What follows belongs to an exercise in optimizing a design on an open flow for small area; a production flow would make more cautious choices. Function was checked by simulation only, so behaviour that the tests miss may differ from the original. Power is estimated from default activity; no workload was simulated.

**standard.sh**
```bash
#!/bin/bash
# synth_recipe.tcl (not shown) runs the flow's synth.tcl, then flattens the netlist and writes it again
# the make line also repeats each setting of config.mk as NAME=value (left out here)
make -C /OpenROAD-flow-scripts/flow DESIGN_CONFIG=/design/flow/config.mk WORK_HOME=/design/flow/orfs CLKGATE_MAP_FILE= SYNTH_SCRIPT=/design/flow/synth_recipe.tcl "${@:-finish}"
```
**flow/run.sh**
```bash
#!/bin/bash
# Standard ORFS layout with lighter port buffers (every port still gets its
# own buffer, a buf_1 instead of the delay cell buffer_ports picks) and a
# clock tree of larger sink clusters without dummy loads.
set -euo pipefail
export BUFFER_PORTS_ARGS="-buffer_cell sky130_fd_sc_hd__buf_1"
export CTS_ARGS="-sink_clustering_enable -repair_clock_nets -sink_clustering_size 26 -sink_clustering_max_diameter 80 -buf_list sky130_fd_sc_hd__clkbuf_16 -dont_use_dummy_load"
bash standard.sh > standard.log 2>&1
```
**design.v**
```verilog
package decode_pkg;
    typedef logic [31:0] word_t;
    typedef logic [4:0]  reg_addr_t;
    typedef enum logic [5:0] {
        OP_SPECIAL = 6'b000000,
        OP_ADDI    = 6'b001000,
        OP_ADDIU   = 6'b001001,
        OP_SLTI    = 6'b001010,
        OP_SLTIU   = 6'b001011,
        OP_ANDI    = 6'b001100,
        OP_ORI     = 6'b001101,
        OP_XORI    = 6'b001110,
        OP_LUI     = 6'b001111
    } opcode_e;
    typedef enum logic [5:0] {
        FUNC_SLL  = 6'b000000,
        FUNC_SRL  = 6'b000010,
        FUNC_SRA  = 6'b000011,
        FUNC_SLLV = 6'b000100,
        FUNC_SRLV = 6'b000110,
        FUNC_SRAV = 6'b000111,
        FUNC_ADD  = 6'b100000,
        FUNC_ADDU = 6'b100001,
        FUNC_SUB  = 6'b100010,
        FUNC_SUBU = 6'b100011,
        FUNC_AND  = 6'b100100,
        FUNC_OR   = 6'b100101,
        FUNC_XOR  = 6'b100110,
        FUNC_NOR  = 6'b100111,
        FUNC_SLT  = 6'b101010,
        FUNC_SLTU = 6'b101011
    } func_e;
    typedef enum logic [7:0] {
        ALU_NOP   = 8'h00,
        ALU_SRL   = 8'h02,
        ALU_SRA   = 8'h03,
        ALU_ADD   = 8'h20,
        ALU_ADDU  = 8'h21,
        ALU_SUB   = 8'h22,
        ALU_SUBU  = 8'h23,
        ALU_AND   = 8'h24,
        ALU_OR    = 8'h25,
        ALU_XOR   = 8'h26,
        ALU_NOR   = 8'h27,
        ALU_SLT   = 8'h2a,
        ALU_SLTU  = 8'h2b,
        ALU_ADDI  = 8'h55,
        ALU_ADDIU = 8'h56,
        ALU_SLTI  = 8'h57,
        ALU_SLTIU = 8'h58,
        ALU_ANDI  = 8'h59,
        ALU_ORI   = 8'h5a,
        ALU_XORI  = 8'h5b,
        ALU_LUI   = 8'h5c,
        ALU_SLL   = 8'h7c   
    } alu_op_e;
    typedef enum logic [2:0] {
        SEL_NOP   = 3'b000,
        SEL_LOGIC = 3'b001,
        SEL_SHIFT = 3'b010,
        SEL_ARITH = 3'b100
    } alu_sel_e;
    typedef struct packed {
        logic      wreg;
        reg_addr_t wd;
        word_t     wdata;
    } reg_write_t;
    typedef struct packed {
        alu_op_e   aluop;
        alu_sel_e  alusel;
        reg_addr_t wd;
        logic      wreg;
        logic      reg1_read;
        logic      reg2_read;
        word_t     imm;
        logic      inst_valid;
    } decode_ctrl_t;
    typedef struct packed {
        alu_op_e   aluop;
        alu_sel_e  alusel;
        reg_addr_t wd;
        logic      wreg;
        logic      inst_valid;
        word_t     reg1;
        word_t     reg2;
    } decode_out_t;
endpackage
`timescale 1ns/1ns
module ao22 (
    input  logic a1, a2, b1, b2,
    output logic y
);
    assign y = (a1 & a2) | (b1 & b2);
endmodule
module rf_word (
    input  logic        clk,
    input  logic        keep_i,
    input  logic        we_i,
    input  logic [31:0] wd_i,
    output logic [31:0] q_o
);
    logic [31:0] q;
    logic [31:0] d;
    for (genvar k = 0; k < 32; k++) begin : g_bit
        ao22 u_d (.a1 (keep_i), .a2 (q[k]), .b1 (we_i), .b2 (wd_i[k]), .y (d[k]));
    end
    always_ff @(posedge clk) begin
        q <= d;
    end
    assign q_o = q;
endmodule
`timescale 1ns/1ns
module aoi222 (
    input  logic a1, a2, b1, b2, c1, c2,
    output logic y
);
    assign y = ~((a1 & a2) | (b1 & b2) | (c1 & c2));
endmodule
module nandn #(
    parameter int M = 2
) (
    input  logic [M-1:0] x_i,
    output logic         y_o
);
    assign y_o = ~&x_i;
endmodule
module rd_bit #(
    parameter int NX = 3
) (
    input  logic [30:0]   dec_i,
    input  logic [30:0]   col_i,
    input  logic          f_i,
    input  logic [NX-1:0] xsel_i,
    input  logic [NX-1:0] xd_i,
    output logic          y_o
);
    logic [10:0] p;      
    logic [2:0]  r;      
    logic        t;      
    logic        o;      
    for (genvar g = 0; g < 10; g++) begin : g_grp
        aoi222 u_g (
            .a1 (dec_i[3*g]),   .a2 (col_i[3*g]),
            .b1 (dec_i[3*g+1]), .b2 (col_i[3*g+1]),
            .c1 (dec_i[3*g+2]), .c2 (col_i[3*g+2]),
            .y  (p[g])
        );
    end
    nandn #(.M(2)) u_p10 (.x_i ({dec_i[30], col_i[30]}), .y_o (p[10]));
    nandn #(.M(4)) u_r0 (.x_i (p[3:0]),  .y_o (r[0]));
    nandn #(.M(4)) u_r1 (.x_i (p[7:4]),  .y_o (r[1]));
    nandn #(.M(3)) u_r2 (.x_i (p[10:8]), .y_o (r[2]));
    aoi222 u_t (
        .a1 (f_i), .a2 (r[0]),
        .b1 (f_i), .b2 (r[1]),
        .c1 (f_i), .c2 (r[2]),
        .y  (t)
    );
    aoi222 u_x (
        .a1 (xsel_i[0]), .a2 (xd_i[0]),
        .b1 (xsel_i[1]), .b2 (xd_i[1]),
        .c1 (xsel_i[2]), .c2 (xd_i[2]),
        .y  (o)
    );
    if (NX == 3) begin : g_x3
        nandn #(.M(2)) u_y (.x_i ({t, o}), .y_o (y_o));
    end else begin : g_x4
        logic n;
        nandn #(.M(2)) u_n (.x_i ({xsel_i[3], xd_i[3]}), .y_o (n));
        nandn #(.M(3)) u_y (.x_i ({t, o, n}), .y_o (y_o));
    end
endmodule
`timescale 1ns/1ns
module decode_unit (
    input  logic        clk,
    input  logic        rst,
    input  logic        req_i,
    input  logic [31:0] inst_i,
    input  logic        ex_wreg_i,
    input  logic [4:0]  ex_wd_i,
    input  logic [31:0] ex_wdata_i,
    input  logic        mem_wreg_i,
    input  logic [4:0]  mem_wd_i,
    input  logic [31:0] mem_wdata_i,
    input  logic        wb_wreg_i,
    input  logic [4:0]  wb_wd_i,
    input  logic [31:0] wb_wdata_i,
    output logic        ack_o,
    output logic [7:0]  aluop_o,
    output logic [2:0]  alusel_o,
    output logic [4:0]  wd_o,
    output logic        wreg_o,
    output logic        inst_valid_o,
    output logic [31:0] reg1_o,
    output logic [31:0] reg2_o
);
    logic [31:0] rf_q [1:31];
    logic [31:0] wdm;
    assign wdm = wb_wdata_i & {32{~rst}};
    for (genvar r = 1; r < 32; r++) begin : g_rf
        logic we;
        logic keep;
        assign we   = wb_wreg_i && (wb_wd_i == r[4:0]);
        assign keep = ~we & ~rst;
        rf_word u_word (
            .clk    (clk),
            .keep_i (keep),
            .we_i   (we),
            .wd_i   (wdm),
            .q_o    (rf_q[r])
        );
    end
    logic ack_q;
    logic acc;    
    logic hold;   
    assign acc  = req_i & ~ack_q & ~rst;
    assign hold = ~acc & ~rst;
    always_ff @(posedge clk) begin
        ack_q <= req_i & ~rst;
    end
    logic [5:0]  op;
    logic [4:0]  rs, rt, rd, sa;
    logic [5:0]  fn;
    logic [15:0] imm16;
    assign {op, rs, rt, rd, sa, fn} = inst_i;
    assign imm16 = inst_i[15:0];
    logic       f_rr;     
    logic       f_sh;     
    logic       f_imm;    
    logic [7:0] aluop;
    logic [2:0] alusel;
    always_comb begin
        f_rr   = 1'b0;
        f_sh   = 1'b0;
        f_imm  = 1'b0;
        aluop  = 8'h00;
        alusel = 3'b000;
        case (op)
            6'h00: begin
                case (fn)
                    6'h24: if (sa == 5'd0) begin f_rr = 1'b1; aluop = 8'h24; alusel = 3'b001; end
                    6'h25: if (sa == 5'd0) begin f_rr = 1'b1; aluop = 8'h25; alusel = 3'b001; end
                    6'h26: if (sa == 5'd0) begin f_rr = 1'b1; aluop = 8'h26; alusel = 3'b001; end
                    6'h27: if (sa == 5'd0) begin f_rr = 1'b1; aluop = 8'h27; alusel = 3'b001; end
                    6'h04: if (sa == 5'd0) begin f_rr = 1'b1; aluop = 8'h7c; alusel = 3'b010; end
                    6'h06: if (sa == 5'd0) begin f_rr = 1'b1; aluop = 8'h02; alusel = 3'b010; end
                    6'h07: if (sa == 5'd0) begin f_rr = 1'b1; aluop = 8'h03; alusel = 3'b010; end
                    6'h00: if (rs == 5'd0) begin f_sh = 1'b1; aluop = 8'h7c; alusel = 3'b010; end
                    6'h02: if (rs == 5'd0) begin f_sh = 1'b1; aluop = 8'h02; alusel = 3'b010; end
                    6'h03: if (rs == 5'd0) begin f_sh = 1'b1; aluop = 8'h03; alusel = 3'b010; end
                    6'h20: begin f_rr = 1'b1; aluop = 8'h20; alusel = 3'b100; end
                    6'h21: begin f_rr = 1'b1; aluop = 8'h21; alusel = 3'b100; end
                    6'h22: begin f_rr = 1'b1; aluop = 8'h22; alusel = 3'b100; end
                    6'h23: begin f_rr = 1'b1; aluop = 8'h23; alusel = 3'b100; end
                    6'h2a: begin f_rr = 1'b1; aluop = 8'h2a; alusel = 3'b100; end
                    6'h2b: begin f_rr = 1'b1; aluop = 8'h2b; alusel = 3'b100; end
                    default: ;
                endcase
            end
            6'h0c: begin f_imm = 1'b1; aluop = 8'h59; alusel = 3'b001; end
            6'h0d: begin f_imm = 1'b1; aluop = 8'h5a; alusel = 3'b001; end
            6'h0e: begin f_imm = 1'b1; aluop = 8'h5b; alusel = 3'b001; end
            6'h0f: begin f_imm = 1'b1; aluop = 8'h5c; alusel = 3'b001; end
            6'h08: begin f_imm = 1'b1; aluop = 8'h55; alusel = 3'b100; end
            6'h09: begin f_imm = 1'b1; aluop = 8'h56; alusel = 3'b100; end
            6'h0a: begin f_imm = 1'b1; aluop = 8'h57; alusel = 3'b100; end
            6'h0b: begin f_imm = 1'b1; aluop = 8'h58; alusel = 3'b100; end
            default: ;
        endcase
    end
    logic        valid;
    logic [4:0]  wd;
    logic [31:0] immv;
    assign valid = f_rr | f_sh | f_imm;
    assign wd    = f_imm ? rt : rd;
    always_comb begin
        if (op[2:0] == 3'b111)     immv = {imm16, 16'h0000};         
        else if (op[2])            immv = {16'h0000, imm16};         
        else                       immv = {{16{imm16[15]}}, imm16};  
    end
    logic ex_hit1, mem_hit1, ex_hit2, mem_hit2;
    assign ex_hit1  = ex_wreg_i  && ex_wd_i  == rs && rs != 5'd0;
    assign mem_hit1 = mem_wreg_i && mem_wd_i == rs && rs != 5'd0;
    assign ex_hit2  = ex_wreg_i  && ex_wd_i  == rt && rt != 5'd0;
    assign mem_hit2 = mem_wreg_i && mem_wd_i == rt && rt != 5'd0;
    logic rd1, rd2;         
    logic e1, m1, f1, i1;   
    logic e2, m2, f2, i2;   
    assign rd1 = acc & (f_rr | f_imm);
    assign rd2 = acc & (f_rr | f_sh);
    assign e1  = rd1 & ex_hit1;
    assign m1  = rd1 & ~ex_hit1 & mem_hit1;
    assign f1  = rd1 & ~ex_hit1 & ~mem_hit1;
    assign i1  = acc & f_sh;
    assign e2  = rd2 & ex_hit2;
    assign m2  = rd2 & ~ex_hit2 & mem_hit2;
    assign f2  = rd2 & ~ex_hit2 & ~mem_hit2;
    assign i2  = acc & f_imm;
    logic [30:0] dec1, dec2;
    always_comb begin
        for (int r = 1; r < 32; r++) begin
            dec1[r-1] = rs == r[4:0];
            dec2[r-1] = rt == r[4:0];
        end
    end
    logic [31:0] reg1_q, reg2_q;
    logic [31:0] reg1_d, reg2_d;
    for (genvar k = 0; k < 32; k++) begin : g_bit
        logic [30:0] col;
        for (genvar r = 1; r < 32; r++) begin : g_col
            assign col[r-1] = rf_q[r][k];
        end
        if (k < 5) begin : g_sa
            rd_bit #(.NX(4)) u_rd1 (
                .dec_i  (dec1),
                .col_i  (col),
                .f_i    (f1),
                .xsel_i ({i1, hold, m1, e1}),
                .xd_i   ({sa[k], reg1_q[k], mem_wdata_i[k], ex_wdata_i[k]}),
                .y_o    (reg1_d[k])
            );
        end else begin : g_nosa
            rd_bit #(.NX(3)) u_rd1 (
                .dec_i  (dec1),
                .col_i  (col),
                .f_i    (f1),
                .xsel_i ({hold, m1, e1}),
                .xd_i   ({reg1_q[k], mem_wdata_i[k], ex_wdata_i[k]}),
                .y_o    (reg1_d[k])
            );
        end
        rd_bit #(.NX(4)) u_rd2 (
            .dec_i  (dec2),
            .col_i  (col),
            .f_i    (f2),
            .xsel_i ({i2, hold, m2, e2}),
            .xd_i   ({immv[k], reg2_q[k], mem_wdata_i[k], ex_wdata_i[k]}),
            .y_o    (reg2_d[k])
        );
    end
    logic [6:0]  aluop_q;
    logic [4:0]  wd_q;
    always_ff @(posedge clk) begin
        reg1_q   <= reg1_d;
        reg2_q   <= reg2_d;
        aluop_q  <= ({7{hold}} & aluop_q)  | ({7{acc}} & aluop[6:0]);
        wd_q     <= ({5{hold}} & wd_q)     | ({5{acc}} & wd);
    end
    assign ack_o        = ack_q;
    assign aluop_o      = {1'b0, aluop_q};  
    logic [2:0] alusel_q;
    logic       valid_q;
    always_comb begin
        case (aluop_q)
            7'h24, 7'h25, 7'h26, 7'h27,
            7'h59, 7'h5a, 7'h5b, 7'h5c:          alusel_q = 3'b001;
            7'h7c, 7'h02, 7'h03:                 alusel_q = 3'b010;
            7'h20, 7'h21, 7'h22, 7'h23, 7'h2a, 7'h2b,
            7'h55, 7'h56, 7'h57, 7'h58:          alusel_q = 3'b100;
            default:                             alusel_q = 3'b000;
        endcase
    end
    assign valid_q  = |aluop_q;
    assign alusel_o     = alusel_q;
    assign wd_o         = wd_q;
    assign wreg_o       = valid_q;
    assign inst_valid_o = valid_q;
    assign reg1_o       = reg1_q;
    assign reg2_o       = reg2_q;
endmodule
```
**config.mk**
```make
export PLATFORM = sky130hd
export DESIGN_NAME = decode_unit
export DESIGN_NICKNAME = decode_unit
export VERILOG_FILES = /design/flow/design.v
export SDC_FILE = /design/flow/constraint.sdc
export NUM_CORES = 4
export LEC_CHECK = 0
export CAP_MARGIN = 0
export CORE_MARGIN = 2
export CORE_UTILIZATION = 55
export PLACE_DENSITY = 0.8
export SLEW_MARGIN = 0
export SYNTH_HIERARCHICAL = 1
```
**constraint.sdc**
```tcl
create_clock -name core_clock -period 4.0 [get_ports {clk}]
set_input_delay 0.8000 -clock core_clock [delete_from_list [all_inputs] [get_ports {clk}]]
set_output_delay 0.8000 -clock core_clock [all_outputs]
set_load 0.01 [all_outputs]
```
==> notes.md <==
status complete, no violations; Initial DRT Pass Iterations 17; Final Instance Count excl. Fillers 5037; Clock Latency Late Sink ~0.70 ns; Final Cycle Share 94.26%; unique cell type count in the Yosys netlist 49; Final Critical Period between 3 and 4 ns; slew margin rel. 9.323%; Worst-path clk slew 0.11 ns; hold path cells 3; Synth Flop Type dfxtp_1; DRC viols 0; top cell type's share of synthesized area 51.19%; Post CTS Setup Buffer Count 0; filler cell count between 6000 and 7000; top sig layer met5; area grow syn2layout 14.24%; most frequent cell after synthesis dfxtp_1; Die X 279.7 um; Worst R2R End reg2_q[22]; antenna-violating nets left 0; Power Density 372.6 nW/um^2; Place WS 0.1539 ns; Post-Syn Instances 3591; hold endpoint reg1_q[15]; Int Pwr roughly 13000 uW; syn_nets 3740; CTS tree done; Met3 Routed Length about 36000 um; maximum fanout along the worst path 32; cell taking the most area after synthesis dfxtp_1; worst reg2reg path depth 10; Seq cells post-synth 1069; Clock power frac around a third; most frequent cells after synthesis dfxtp_1 (1069), a22o_1 (993), a222oi_1 (768); Syn Area/Cell 11.64 sq um; required time of the worst setup path approximately 4.5 ns; hpwl dp 117600 um; antenna violations before repair 17; IO buf count 230; final setup vio count 0; per-cell routed wire length 38.37 um; Flop pwr share 60.6%; Largest stage delay, worst path around 0.87 ns; Post-Route M1 WL approximately 65000 um; Post-synth ARST share 0%; post-synthesis sequential area ratio 51.19%; Crit-path slowest cell a222oi_1; Die Ht 279.7 um; combinational share of power 7.5%; DR WL met2 between 70000 and 80000 um; startpoint types input port; Rows 101; cell area after synthesis 41800 sq um; fmax around 0.27 GHz; Worst Slack Setup Final 0.2295 ns; buffer depth of the longest clock path 3; Worst-Margin Slew 1.357 ns; maxcap violations 0; Cells after DPL 4976; RSZ-0062 raised after global routing no; Post-CTS Resized 0; Worst IR Drop VDD 0.0003684 V; TritonCTS Sinks 1069; Reg2Reg Setup Slack 1.13 ns; vias per inst 8.697; sw power approximately 4600 uW; Sw Ratio 25.62%; Power Total between 15000 and 20000 uW; Placed Area 46480 sq um; DRT Wirelength 193300 um; GP Congestion 1.045; Final Util 63.19%; boundary pin count around 230; main area contributors after synthesis dfxtp_1 (51%), a22o_1 (21%), a222oi_1 (18%); Syn. warnings 9; clock buffer count from CTS 50; die area approximately 80000 sq um; vias in the first global route 40037; Reg-to-Reg Start ack_q; Initial DRC Count 13299; gr usage total 46.86%; Slew Viols, Final 0; Net count, final roughly 4200; WP data arrival ~4.3 ns; Hold Vio Cnt, Final 0; Root Buffer clkbuf_16; Leak 0.01678 uW; cell family with most CP delay compound AO/OA/AOI/OAI gates; largest net degree at the start of global routing just under 80; CP Buf/Inv Count 2; Hold Buf Count CTS 0; grt total ovfl 0; first-pass GRT wire length 274000 um; Layout Skew just over 0.1 ns; Worst Setup End Kind register; critical path type input port to register; worst hold-check path type input port to register; layout cells sized above 1 10.87%; final instance area 47750 sq um; crit path cell chain buf_1 -> nor2_1 -> nand2_1 -> nor2_2 -> buf_12 -> a222oi_1 -> nand4_1 -> a222oi_1 -> nand2_1; CTS H-tree depth 2; hold wc startpoint mem_wdata_i[15]; via count 43809; Placeable Area 75570 sq um; Initial Util a little under three fifths; EDFF count, synth 0
per-layer routing:
metal,up-vias,global-route usage [%]
li1,17346,-
met1,20789,58.43
met2,4589,63.35
met3,1067,20.96
met4,18,33.55
met5,-,4.253
worst register-to-register path, stage by stage (launching register included):
cell and delay (ns):
dfxtp_1 0.34, or3b_1 0.43, or4_1 0.56, a21oi_1 0.15, buf_4 0.16, nand3b_1 0.22
nor2_4 0.19, buf_12 0.20, buf_4 0.25, a222oi_1 0.17, nand3_1 0.15
power by group through the flow:
stage / logic (uW) / registers (uW) / clock network (uW)
2_1_floorplan: 527 / 11000 / 0
3_5_place_dp: 1240 / 11000 / 0
6_report: 1340 / 10800 / 5670
3_3_place_gp: 1230 / 11000 / 0
5_1_grt: 1330 / 10800 / 5960
4_1_cts: 1240 / 10800 / 5590
registers in the layout, summed over array words and instances, names as in the netlist:
signal,count
reg1_q,32
reg2_q,32
aluop_q,7
wd_q,5
ack_q,1
g_rf.u_word.q,992
area by class of cell:
type                       instances  area, sq um  share of cell area [%]
inverter                           5        18.77                 0.03930
tap                              978         1224                   2.562
timing repair buffer             444         2711                   5.678
multi-input combinational       2480        21120                   44.23
antenna                           11        27.53                 0.05764
sequential                      1069        21400                   44.81
clock buffer                      50         1251                   2.620
worst max path at each step:
| stage | startpoint | to | slack, ns | depth (start not counted) |
|---|---|---|---|---|
| 5_1_grt | inst_i[21] | reg1_q[6] | 0.36 | 9 |
| 2_1_floorplan | inst_i[3] | reg1_q[0] | -1.10 | 7 |
| 4_1_cts | inst_i[6] | reg1_q[1] | 0.80 | 9 |
| 3_3_place_gp | inst_i[8] | reg1_q[30] | 0.23 | 9 |
| 3_5_place_dp | inst_i[6] | reg1_q[25] | 0.15 | 9 |
| 6_report | inst_i[21] | reg1_q[27] | 0.23 | 9 |
modules after synthesis (local to each module, per instance), excerpt:
module | copies in the design | area [sq um] | cells inside | flops+latches
decode_unit | 1 | 3781 | 482 | 77
rf_word | 31 | 640.6 | 32 | 32
ao22 | 992 | 8.758 | 1 | 0
aoi222 | 768 | 10.01 | 1 | 0
stage by stage:
step	setup TNS (ns)	hold slack, ns
after global placement	0	0.4376
after global routing	0	0.3889
after floorplan	-31.40	0.4705
final	0	0.3590
after CTS	0	0.3640
after detailed placement	0	0.4431
cell usage in the layout (no fill, tap or decap), drive strengths merged, types with 36 or more instances in the layout:
master  synthesis  routed
a22o          993     993
nand4         134     134
nand3         108     108
buf             2     443
nor2          137     137
nor2b          36      36
dfxtp        1069    1069
clkbuf         35      51
a222oi        768     768
nand2         147     147
cell families after synthesis:
family / share of synthesized area, %
AOI/OAI and AO/OA: 40.10
xor gates and xnor gates: 0.4400
buffers and inverters: 0.3951
DFF: 51.19
muxes: 0.1197
other: 0.008971
and+or+nand+nor: 7.740

## afterwards: timing with drivers on the ports
The flow's constraints put no driver on any port. The routed layout listed below was extracted and timed again, unchanged, in two steps.
Step 1 assumes that a clkbuf_16 drives the clock port and a buf_2 every other input.
Step 2 also shifts input and output timing later by t, the mid clock arrival at the registers, as if the neighbouring blocks saw the same clock.
a / b / c = no drivers / after step 1 / after step 2; a / b = the first two.
t, ns: 0.722
slack for setup (ns): 0.229 / 0.237 / -0.485
clock arrival spread, ns: 0.103 / 0.104
worst data-port slew with drivers (ns): 0.16
With both steps, setup timing fails in this run, where it was met with ideal ports. The setup slack of this run moves by +0.008 ns with the drivers and by -0.714 ns with both steps.
